This is an optimization exercise on Yosys and OpenROAD, whose aim is small area, a short achievable clock period and few clock cycles per item, not a production implementation. No run shown here included a check of the RTL's function; only the layout flow was run.

==> flow/design.v (outline; a module is shown in full before it is edited, if it fits) <==
// module fp_mul_pipe: 2015 lines
// module fp_mul_benc: 18 lines
// module fp_mul_fa: 10 lines
// module fp_mul_ha: 9 lines
// module fp_mul_sched: 106 lines
// module fp_mul_sched_top: 33 lines
module fp_mul_sched_top (
    input  logic         clk,
    input  logic         reset_n,
    input  logic [3:0]   req_valid,
    input  logic [127:0] req_x,
    input  logic [127:0] req_y,
    output logic [3:0]   req_ready,
    output logic         res_valid,
    input  logic         res_ready,
    output logic [1:0]   res_id,
    output logic [31:0]  res_data,
    output logic [4:0]   res_flags,
    output logic         busy
);
  // ...
==> flow/flow/run.sh <==
#!/bin/bash
# Layout flow: the standard flow (standard.sh) with two changes after synthesis:
# the port buffers are the small sky130_fd_sc_hd__buf_1 instead of the delay cell
# buffer_ports picks by default, and timing repair may swap a cell for one with a
# different footprint (MATCH_CELL_FOOTPRINT=0), so those buffers can be resized.
# Synthesis is the standard one, unchanged. Each step's output goes to its own log here.
set -uo pipefail
bash standard.sh synth > synth.log 2>&1 || exit 1
bash standard.sh "BUFFER_PORTS_ARGS=-buffer_cell sky130_fd_sc_hd__buf_1" MATCH_CELL_FOOTPRINT=0 finish > layout.log 2>&1 || exit 1
==> flow/standard.sh <==
#!/bin/bash
# synth_recipe.tcl (not shown) runs the flow's synth.tcl, then flattens the netlist and writes it again
# the make line also repeats each setting of config.mk as NAME=value (left out here)
make -C /OpenROAD-flow-scripts/flow DESIGN_CONFIG=/design/flow/config.mk WORK_HOME=/design/flow/orfs CLKGATE_MAP_FILE= SYNTH_SCRIPT=/design/flow/synth_recipe.tcl "${@:-finish}"
==> flow/config.mk <==
export PLATFORM = sky130hd
export DESIGN_NAME = fp_mul_sched_top
export DESIGN_NICKNAME = fp_mul_sched_top
export VERILOG_FILES = /design/flow/design.v
export SDC_FILE = /design/flow/constraint.sdc
export NUM_CORES = 4
export LEC_CHECK = 0
export CAP_MARGIN = 20
export CORE_MARGIN = 2
export CORE_UTILIZATION = 40
export SETUP_SLACK_MARGIN = 3.0
export SLEW_MARGIN = 20
export SYNTH_HIERARCHICAL = 1
==> flow/constraint.sdc <==
create_clock -name core_clock -period 10.5 [get_ports {clk}]
set_input_delay 2.1000 -clock core_clock [delete_from_list [all_inputs] [get_ports {clk}]]
set_output_delay 2.1000 -clock core_clock [all_outputs]
set_load 0.01 [all_outputs]
==> insert_results.sql, run 1 <==
INSERT INTO impl_metrics (metric_group, metric, value, unit) VALUES
('critical_path', 'crit-reg2reg-capture', 'u_sched.u_mul.mq[29]', ''),
('finish', 'design.seq.count', '94', ''),
('critical_path', 'slowest_stage', 'sky130_fd_sc_hd__a221o_2', ''),
('synthesis', 'yosys-mux-area-fraction', '0.007989', ''),
('critical_path', 'path_max_fanout', '26', ''),
('synthesis', 'synth.area.top_cells', 'sky130_fd_sc_hd__fa_1 24%, sky130_fd_sc_hd__edfxtp_1 13%, sky130_fd_sc_hd__xnor2_1 13%, sky130_fd_sc_hd__a22oi_1 9.2%, sky130_fd_sc_hd__ha_1 9.1%', ''),
('min_path', 'worst_min_delay_path_class', 'register to register', ''),
('floorplan', 'initial_utilization', '0.4032', ''),
('drt', 'post_drt_wl_per_cell', '25.27', 'um'),
('drt', 'dr_wl_met2', '35560', 'um'),
('floorplan', 'pin_count', '308', ''),
('finish', 'clk_buf_instances', '9', ''),
('finish', 'n_fill_cell', '5327', ''),
('finish', 'area_growth_syn_to_layout', '9.598', '%'),
('synthesis', 'synth-main-ff-cell', 'sky130_fd_sc_hd__edfxtp_1', ''),
('critical_path', 'path_buf_inv', '2', ''),
('synthesis', 'number_of_enable_flip_flop_cells_after_synthesis', '91', ''),
('global_routing', 'first_global_vias', '19450', ''),
('critical_path', 'reg2reg_from', 'u_sched.last_q[1]', ''),
('drt', 'route.detailed.drc', '0', ''),
('cts', 'cts.sink_count', '94', ''),
('sta', 'post-route-period-util', '0.6988', ''),
('place', 'finalWeightedCongestion', '0.9833', ''),
('floorplan', 'die_height', '236.5', 'um'),
('sta', 'layout_min_cycle_time', '7338', 'ps'),
('min_path', 'min_delay_path_depth', '2', ''),
('finish', 'dominant-cell-class', 'multi-input combinational cells', ''),
('cts', 'cts_max_path_buffers', '2', ''),
('critical_path', 'worstSetupPathDepth', '13', ''),
('cts', 'cts-resized-gates', '19', ''),
('sta', 'timing.slew.headroom', '0.3214', ''),
('outcome', 'run_status', 'complete, no violations', '');
==> run 2, diff against run 1 <==
--- a/flow/config.mk
+++ b/flow/config.mk
@@ -8,6 +8,6 @@
 export CAP_MARGIN = 20
 export CORE_MARGIN = 2
 export CORE_UTILIZATION = 40
-export SETUP_SLACK_MARGIN = 3.0
+export SETUP_SLACK_MARGIN = 4.0
 export SLEW_MARGIN = 20
 export SYNTH_HIERARCHICAL = 1
==> insert_results.sql, run 2 <==
INSERT INTO impl_metrics (metric_group, metric, value, unit) VALUES
('place', 'hpwl', '58570', 'um'),
('cts', 'ctsHtreeMaxLevel', '3', ''),
('global_routing', 'maximum_number_of_pins_on_one_net_before_global_route_repair', '76', ''),
('drt', 'drt_iter0_markers', '1880', ''),
('drt', 'via_count', '19410', ''),
('critical_path', 'worst-setup-path-type', 'input pin to register', ''),
('floorplan', 'placementRows', '85', ''),
('cts', 'clock_tree_from_tritoncts', 'built', ''),
('sta', 'clock-skew-final', '23.31', 'ps'),
('global_routing', 'grt_util_met3', '0.05537', ''),
('floorplan', 'die_w', '236.5', 'um'),
('sta', 'setup_violations', '0', ''),
('critical_path', 'arrival_time_reported_for_the_critical_path_endpoint', '6600', 'ps'),
('synthesis', 'netlist_area_before_placement', '0.02161', 'sq mm'),
('sta', 'layout_min_cycle_time', '6462', 'ps'),
('finish', 'mostFrequentLayoutCell', 'sky130_fd_sc_hd__buf_1', ''),
('critical_path', 'cp_common_cell', 'sky130_fd_sc_hd__fa_1', ''),
('min_path', 'worst_min_delay_path_class', 'register to register', ''),
('critical_path', 'worst_path_dominant_cell_family', 'adder cells', ''),
('drt', 'final_antenna_net_count', '0', ''),
('place', 'finalWeightedCongestion', '0.9632', ''),
('synthesis', 'synth_area_per_cell', '9.534', 'sq um'),
('critical_path', 'slowest_stage', 'sky130_fd_sc_hd__fa_1', ''),
('floorplan', 'die_area', '0.05591', 'sq mm'),
('sta', 'setup_tns', '0', 'ps'),
('finish', 'n_fill_cell', '5093', ''),
('global_routing', 'global_route.usage.total', '0.2804', ''),
('cts', 'cts_max_path_buffers', '2', ''),
('critical_path', 'cp_slowest_stage_delay', '660', 'ps'),
('outcome', 'run_status', 'complete, no violations', ''),
('synthesis', 'number_of_enable_flip_flop_cells_after_synthesis', '91', ''),
('critical_path', 'critical_path.startpoint_type', 'input pin', ''),
('finish', 'final_layout_size_suffix_gt1_frac', '0.1490', ''),
('synthesis', 'syn-instance-count', '2267', ''),
('global_routing', 'grt_first_pass_wirelength', '120700', 'um'),
('cts', 'clock_latency_on_the_worst_skew_pair', '400', 'ps'),
('cts', 'numCtsBuffers', '9', ''),
('synthesis', 'synth_seq_area_share', '0.1300', ''),
('global_routing', 'globalRoute.busiestLayer', 'met2', ''),
('sta', 'maxClockFrequency', '0.1548', 'GHz'),
('finish', 'fin_nets', '3144', ''),
('sta', 'maxSlewViolCount', '0', ''),
('drt', 'post_drt_wl_per_cell', '25.36', 'um'),
('floorplan', 'initial_utilization', '0.4032', ''),
('sta', 'report.final.hold_viol_count', '0', ''),
('finish', 'area_growth_syn_to_layout', '16.99', '%'),
('global_routing', 'aggregate_global_routing_overflow', '0', ''),
('synthesis', 'synth-main-ff-cell', 'sky130_fd_sc_hd__edfxtp_1', ''),
('synthesis', 'postSynthRegisterBits', '94', ''),
('sta', 'grt_setup_unrepaired', 'yes', ''),
('drt', 'vias_per_cell', '6.130', ''),
('floorplan', 'pin_count', '308', ''),
('sta', 'timing_worst_slew_pin_value', '1065', 'ps'),
('synthesis', 'synth-warning-count', '9', ''),
('drt', 'route.detailed.drc', '0', ''),
('critical_path', 'required_arrival_time_at_the_worst_endpoint', '10640', 'ps'),
('synthesis', 'synth_cell_type_count', '76', ''),
('drt', 'route.final.wire_length', '80320', 'um'),
('global_routing', 'initial_antenna_violation_count', '3', ''),
('finish', 'commonest_cells_after_routing_fill_and_taps_aside', '303 x sky130_fd_sc_hd__buf_1, 274 x sky130_fd_sc_hd__xnor2_1, 213 x sky130_fd_sc_hd__fa_1', ''),
('synthesis', 'synth.area.top_cells', 'sky130_fd_sc_hd__fa_1 24%, sky130_fd_sc_hd__edfxtp_1 13%, sky130_fd_sc_hd__xnor2_1 13%, sky130_fd_sc_hd__a22oi_1 9.2%, sky130_fd_sc_hd__ha_1 9.1%', ''),
('synthesis', 'post-synth-top-count-cell', 'sky130_fd_sc_hd__xnor2_1', ''),
('global_routing', 'grtUsageMet1', '0.3904', ''),
('global_routing', 'met2_usage', '0.4366', ''),
('critical_path', 'worst_setup_path_end_kind', 'register', ''),
('floorplan', 'die_height', '236.5', 'um'),
('synthesis', 'yosys.area.top_type', 'sky130_fd_sc_hd__fa_1', ''),
('global_routing', 'first_global_vias', '19580', ''),
('synthesis', 'async_reset_ff_frac', '0.03191', ''),
('drt', 'drt_pre_antenna_iters', '6', ''),
('floorplan', 'coreArea', '0.05360', 'sq mm'),
('cts', 'cts_hold_repair.buffers', '0', ''),
('cts', 'cts.root.buffer_cell', 'sky130_fd_sc_hd__clkbuf_16', ''),
('sta', 'timing.slew.headroom', '0.2903', ''),
('finish', 'max_flop_register', 'u_sched.u_mul.mq', ''),
('critical_path', 'crit_path_cell_chain', 'clkbuf_4, a21oi_1, o211a_4, buf_8, o2bb2ai_1, a221o_1, buf_4, a22oi_2, xnor2_2, fa_1, fa_2, fa_2, fa_1, fa_1', ''),
('place', 'portBuffers', '307', ''),
('cts', 'worst_setup_hold_path_clk_slew', '100', 'ps'),
('finish', 'reg_top3', 'u_sched.u_mul.mq (72), u_sched.u_mul.e0_q (8)', ''),
('synthesis', 'synthTopCellsByCount', '310 x sky130_fd_sc_hd__xnor2_1, 265 x sky130_fd_sc_hd__a22oi_1, 259 x sky130_fd_sc_hd__fa_1', ''),
('critical_path', 'path_max_fanout', '37', ''),
('sta', 'post-route-period-util', '0.6154', ''),
('synthesis', 'synthesis.nets', '2946', ''),
('finish', 'largest_register_ff_count', '72', ''),
('synthesis', 'synth_top_area_frac', '0.2399', ''),
('critical_path', 'path_buf_inv', '3', ''),
('cts', 'cts.sink_count', '94', ''),
('run', 'cap_viol_max_count', '0', '');
run 2: cell counts after synthesis:
Identical to the previous run, type by type.
run 2: modules after synthesis (local to each module, per instance), excerpt:
module,cell area [sq um],cells inside,flip-flops and latches,copies in the design
fp_mul_benc,474.2,67,0,4
fp_mul_fa,20.02,1,0,256
fp_mul_ha,12.51,1,0,30
fp_mul_pipe,11730,1374,89,1
run 2: final cells by class:
| cell class | instances | area (sq um) | share of cell area |
|---|---|---|---|
| antenna | 1 | 2.502 | 0.00009897 |
| clock buffer | 9 | 225.2 | 0.008907 |
| clock inverter | 7 | 83.83 | 0.003315 |
| inverter | 134 | 504.2 | 0.01994 |
| multi-input combinational | 1813 | 18540 | 0.7334 |
| sequential | 94 | 2810 | 0.1111 |
| tap | 696 | 870.8 | 0.03444 |
| timing repair buffer | 413 | 2245 | 0.08877 |
run 2: logic make-up (layout without fill, tap and decap cells):
logic type	Yosys count	after routing	share of synthesized area
muxes	16	16	0.007989
xor gates and xnor gates	342	342	0.1389
and+or+nand+nor	419	421	0.1070
DFF	94	94	0.1300
adders and majority gates	417	417	0.3312
other	1	2	0.0001735
AOI/OAI and AO/OA	614	616	0.2167
buffers and inverters	364	563	0.06796
run 2: repair_timing:
action / 4_1_cts / 5_1_grt
gates cloned: 2 / 3
pin swaps: 6 / 8
buffers inserted: 16 / 19
endpoints found under the setup margin: 100 / 70
hold endpoints to repair: 0 / 0
resized for setup: 74 / 76
run 2: worst paths after layout:
| check | slack, ps | start | to | cells after the start |
|---|---|---|---|---|
| max | 4040 | req_valid[3] | u_sched.u_mul.mq[29] | 14 |
| min | 630 | u_sched.last_q[0] | u_sched.last_q[0] | 2 |
| max reg2reg | 5200 | u_sched.last_q[1] | u_sched.u_mul.mq[47] | 13 |
| min reg2reg | 630 | u_sched.last_q[0] | u_sched.last_q[0] | 2 |
| max in group asynchronous | 8770 | reset_n | u_sched.last_q[1] | 1 |
| min in group asynchronous | 1490 | reset_n | u_sched.vld_q | 1 |
run 2: routing by layer:
layer	vias up	wire (um)	part of all wire
li1	8582	-	-
met1	9676	34070	0.42
met2	987	36360	0.45
met3	166	7400	0.092
met4	2	2483	0.031
met5	-	16	0.00020
run 2: per-stage QoR:
stage	worst slack [ps]	util	hold slack [ps]	area [sq um]	cells
2_1_floorplan	3988	-	568.2	22950	2267
3_3_place_gp	2520	0.4482	567.7	24020	3110
3_5_place_dp	2380	0.4482	596.2	24020	3110
4_1_cts	3948	0.4620	614.4	24760	3144
5_1_grt	3954	0.4717	651.9	25280	3166
6_report	4038	0.4717	627.2	25290	3167
run 2: worst register-to-register path: cells and delay by family, from the launching register on:
| family | cells | cell delay (ps) |
|---|---|---|
| buffers and inverters | 2 | 400 |
| AO/OA/AOI/OAI | 3 | 930 |
| flip-flops | 1 | 730 |
| AND/OR/NAND/NOR | 2 | 280 |
| adder cells (fa/ha/maj) | 5 | 2480 |
| XOR/XNOR | 1 | 180 |
==> run 3, diff against run 2 <==
--- a/flow/config.mk
+++ b/flow/config.mk
@@ -8,6 +8,6 @@
 export CAP_MARGIN = 20
 export CORE_MARGIN = 2
 export CORE_UTILIZATION = 40
-export SETUP_SLACK_MARGIN = 4.0
+export SETUP_SLACK_MARGIN = 3.5
 export SLEW_MARGIN = 20
 export SYNTH_HIERARCHICAL = 1
==> insert_results.sql, run 3 <==
INSERT INTO impl_metrics (metric_group, metric, value, unit) VALUES
('finish', 'max_flop_register', 'u_sched.u_mul.mq', ''),
('floorplan', 'die_area', '0.05591', 'sq mm'),
('sta', 'clock-skew-final', '26.69', 'ps'),
('cts', 'numCtsBuffers', '9', ''),
('sta', 'grt_setup_unrepaired', 'yes', ''),
('floorplan', 'die_height', '236.5', 'um'),
('synthesis', 'synth_area_per_cell', '9.534', 'sq um'),
('critical_path', 'critical_path.startpoint_type', 'input pin', ''),
('critical_path', 'arrival_time_reported_for_the_critical_path_endpoint', '7060', 'ps'),
('drt', 'drt_iter0_markers', '2010', ''),
('finish', 'area.sequential', '0.002810', 'sq mm'),
('critical_path', 'worstRegToRegCells', '13', ''),
('cts', 'worst_setup_hold_path_clk_slew', '90', 'ps'),
('synthesis', 'postSynthRegisterBits', '94', ''),
('cts', 'ctsHtreeMaxLevel', '3', ''),
('global_routing', 'grt_first_pass_wirelength', '119700', 'um'),
('global_routing', 'aggregate_global_routing_overflow', '0', ''),
('sta', 'setup_violations', '0', ''),
('critical_path', 'worst_setup_path_end_kind', 'register', ''),
('floorplan', 'placementRows', '85', ''),
('synthesis', 'synth.area.top_cells', 'sky130_fd_sc_hd__fa_1 24%, sky130_fd_sc_hd__edfxtp_1 13%, sky130_fd_sc_hd__xnor2_1 13%, sky130_fd_sc_hd__a22oi_1 9.2%, sky130_fd_sc_hd__ha_1 9.1%', ''),
('cts', 'cts_hold_repair.buffers', '0', ''),
('finish', 'mostFrequentLayoutCell', 'sky130_fd_sc_hd__xnor2_1', ''),
('global_routing', 'first_global_vias', '19510', ''),
('drt', 'final_antenna_net_count', '0', ''),
('outcome', 'run_status', 'complete, no violations', ''),
('cts', 'cts.root.buffer_cell', 'sky130_fd_sc_hd__clkbuf_16', ''),
('global_routing', 'initial_antenna_violation_count', '1', ''),
('drt', 'via_count', '19590', ''),
('place', 'hpwl', '57400', 'um'),
('finish', 'num_antenna_cells', '0', ''),
('drt', 'drt_pre_antenna_iters', '6', ''),
('synthesis', 'synthTopCellsByCount', '310 x sky130_fd_sc_hd__xnor2_1, 265 x sky130_fd_sc_hd__a22oi_1, 259 x sky130_fd_sc_hd__fa_1', ''),
('finish', 'area_growth_syn_to_layout', '10.41', '%'),
('cts', 'clock_tree_from_tritoncts', 'built', ''),
('floorplan', 'die_w', '236.5', 'um'),
('synthesis', 'yosys.area.top_type', 'sky130_fd_sc_hd__fa_1', ''),
('sta', 'setup_tns', '0', 'ps'),
('sta', 'post-route-period-util', '0.6593', ''),
('synthesis', 'synth-main-ff-cell', 'sky130_fd_sc_hd__edfxtp_1', ''),
('critical_path', 'worst-setup-path-type', 'input pin to register', ''),
('synthesis', 'synth_top_area_frac', '0.2399', ''),
('critical_path', 'path_max_fanout', '14', ''),
('synthesis', 'syn-instance-count', '2267', ''),
('sta', 'timing_worst_slew_pin_value', '978.7', 'ps'),
('drt', 'route.final.wire_length', '79340', 'um'),
('finish', 'n_fill_cell', '5244', ''),
('place', 'finalWeightedCongestion', '0.9840', ''),
('cts', 'clock_latency_on_the_worst_skew_pair', '400', 'ps'),
('finish', 'reg_top3', 'u_sched.u_mul.mq (72), u_sched.u_mul.e0_q (8)', ''),
('floorplan', 'initial_utilization', '0.4032', ''),
('finish', 'fin_nets', '3119', ''),
('finish', 'layout.core_utilization', '0.4452', ''),
('finish', 'largest_register_ff_count', '72', ''),
('sta', 'report.final.hold_viol_count', '0', ''),
('synthesis', 'synth_seq_area_share', '0.1300', ''),
('sta', 'maxSlewViolCount', '0', ''),
('sta', 'timing.slew.headroom', '0.3475', ''),
('floorplan', 'pin_count', '308', ''),
('synthesis', 'synthesis.nets', '2946', ''),
('finish', 'commonest_cells_after_routing_fill_and_taps_aside', '310 x sky130_fd_sc_hd__xnor2_1, 303 x sky130_fd_sc_hd__buf_1, 265 x sky130_fd_sc_hd__a22oi_1', ''),
('sta', 'maxClockFrequency', '0.1444', 'GHz'),
('drt', 'route.detailed.drc', '0', ''),
('finish', 'final_layout_size_suffix_gt1_frac', '0.06667', ''),
('min_path', 'worst_min_delay_path_class', 'register to register', ''),
('synthesis', 'async_reset_ff_frac', '0.03191', ''),
('finish', 'multi_input_area', '0.01757', 'sq mm'),
('cts', 'cts_max_path_buffers', '2', ''),
('drt', 'post_drt_wl_per_cell', '25.26', 'um'),
('global_routing', 'global_route.usage.total', '0.2779', ''),
('cts', 'cts.sink_count', '94', ''),
('min_path', 'min_delay_path_depth', '2', ''),
('run', 'cap_viol_max_count', '0', ''),
('synthesis', 'post-synth-top-count-cell', 'sky130_fd_sc_hd__xnor2_1', ''),
('synthesis', 'synth-warning-count', '9', ''),
('global_routing', 'maximum_number_of_pins_on_one_net_before_global_route_repair', '75', ''),
('place', 'portBuffers', '307', ''),
('sta', 'layout_min_cycle_time', '6923', 'ps'),
('sta', 'timing.hold.ws', '647.3', 'ps'),
('floorplan', 'coreArea', '0.05360', 'sq mm'),
('synthesis', 'synth_cell_type_count', '76', ''),
('drt', 'vias_per_cell', '6.238', ''),
('synthesis', 'number_of_enable_flip_flop_cells_after_synthesis', '91', ''),
('critical_path', 'required_arrival_time_at_the_worst_endpoint', '10630', 'ps'),
('synthesis', 'netlist_area_before_placement', '0.02161', 'sq mm');
-- run 3: cell types whose count changed in the layout (fill, tap and decap cells not counted), sizes merged, moves of 2 or more --
cell / before / now
o211a: 1 / 3
clkbuf: 13 / 11
buf: 409 / 382
and2: 3 / 5
-- run 3: per-layer routing --
metal / routed length (um) / track usage
met2: 35890 / 0.4380
met4: 3168 / 0.1110
met5: 0 / 0
met1: 33310 / 0.3787
met3: 6973 / 0.04955
-- run 3: critical path, stage by stage --
cell and delay, ps:
sky130_fd_sc_hd__clkbuf_2 330, sky130_fd_sc_hd__nand2b_1 160, sky130_fd_sc_hd__a21oi_2 470, sky130_fd_sc_hd__nor2_4 100, sky130_fd_sc_hd__buf_4 200, sky130_fd_sc_hd__a221o_2 520
sky130_fd_sc_hd__buf_4 280, sky130_fd_sc_hd__a22oi_1 250, sky130_fd_sc_hd__xnor2_1 210, sky130_fd_sc_hd__fa_1 500, sky130_fd_sc_hd__fa_1 520, sky130_fd_sc_hd__fa_1 420
sky130_fd_sc_hd__fa_1 570, sky130_fd_sc_hd__fa_1 430
-- run 3: worst paths after layout --
check	slack, ps	start	to
max in group asynchronous	8790	reset_n	u_sched.last_q[0]
max	3580	req_valid[3]	u_sched.u_mul.mq[33]
min	650	u_sched.last_q[1]	u_sched.last_q[1]
min reg2reg	650	u_sched.last_q[1]	u_sched.last_q[1]
max reg2reg	4750	u_sched.last_q[0]	u_sched.u_mul.mq[43]
min in group asynchronous	1480	reset_n	u_sched.vld_q
-- run 3: modules after synthesis (local to each module, per instance), a selection --
module / cells / cell area, sq um / flip-flops and latches
fp_mul_ha: 1 / 12.51 / 0
fp_mul_benc: 67 / 474.2 / 0
fp_mul_fa: 1 / 20.02 / 0
fp_mul_pipe: 1374 / 11730 / 89
-- run 3: final cells by class --
class	count	share of cell area
timing repair buffer	384	0.07561
sequential	94	0.1178
clock buffer	9	0.009438
clock inverter	7	0.003146
tap	696	0.03649
multi-input combinational	1817	0.7364
inverter	134	0.02113
-- run 3: cell families (layout without fill, tap and decap cells) --
logic type      Yosys count  count (layout)  synth area share
flops                    94              94            0.1300
buf+inv                 364             534           0.06796
fa+ha+maj               417             417            0.3312
compound gates          614             618            0.2167
simple gates            419             423            0.1070
xor+xnor                342             342            0.1389
other cells               1               1         0.0001735
mux                      16              16          0.007989
-- run 3: timing repair --
action	in CTS	in global routing
pin swaps	2	4
buffers inserted	0	13
gates resized for setup	38	29
setup endpoints to repair	68	52
cloned	7	1
-- run 3: through the flow --
stage	area, sq um	instances	worst slack [ps]
final	23860	3141	3577
after global routing	23860	3141	3483
after CTS	23650	3127	3508
after detailed placement	23190	3104	2022
after global placement	23190	3104	2184
after floorplan	21620	2267	3491

==> separate check: timing with driven ports <==
No port has a modelled driver above. Below, the same layouts with a new extraction and two added sets of constraints. Step 1 (the two cells are an assumption about what drives the block):
set clk [get_ports {clk}]
set_driving_cell -lib_cell sky130_fd_sc_hd__clkbuf_16 $clk
set_driving_cell -lib_cell sky130_fd_sc_hd__buf_2 [delete_from_list [all_inputs] $clk]
Step 2 times the ports against the registers' clock, not the clock port: input delays grow and output delays shrink by t, the midpoint of the rising clock arrivals with the driver on. Slacks: ideal ports / drivers / drivers and shift; pairs: ideal ports / drivers.
run | t, ns | setup slack, ns | worst setup path at the end | worst register clock-pin slew, ns | cell pins on the clock port's net
run 1 | 0.443 | 3.162 / 3.181 / 2.739 | input to register | 0.09 / 0.09 | 1
run 2 | 0.447 | 4.038 / 4.048 / 3.601 | input to register | 0.10 / 0.10 | 1
run 3 | 0.444 | 3.577 / 3.573 / 3.129 | input to register | 0.09 / 0.09 | 1
After both steps every run listed still meets setup and hold. The setup slack of run 3, which loses most, moves by -0.004 ns with the drivers and by -0.448 ns with both steps.
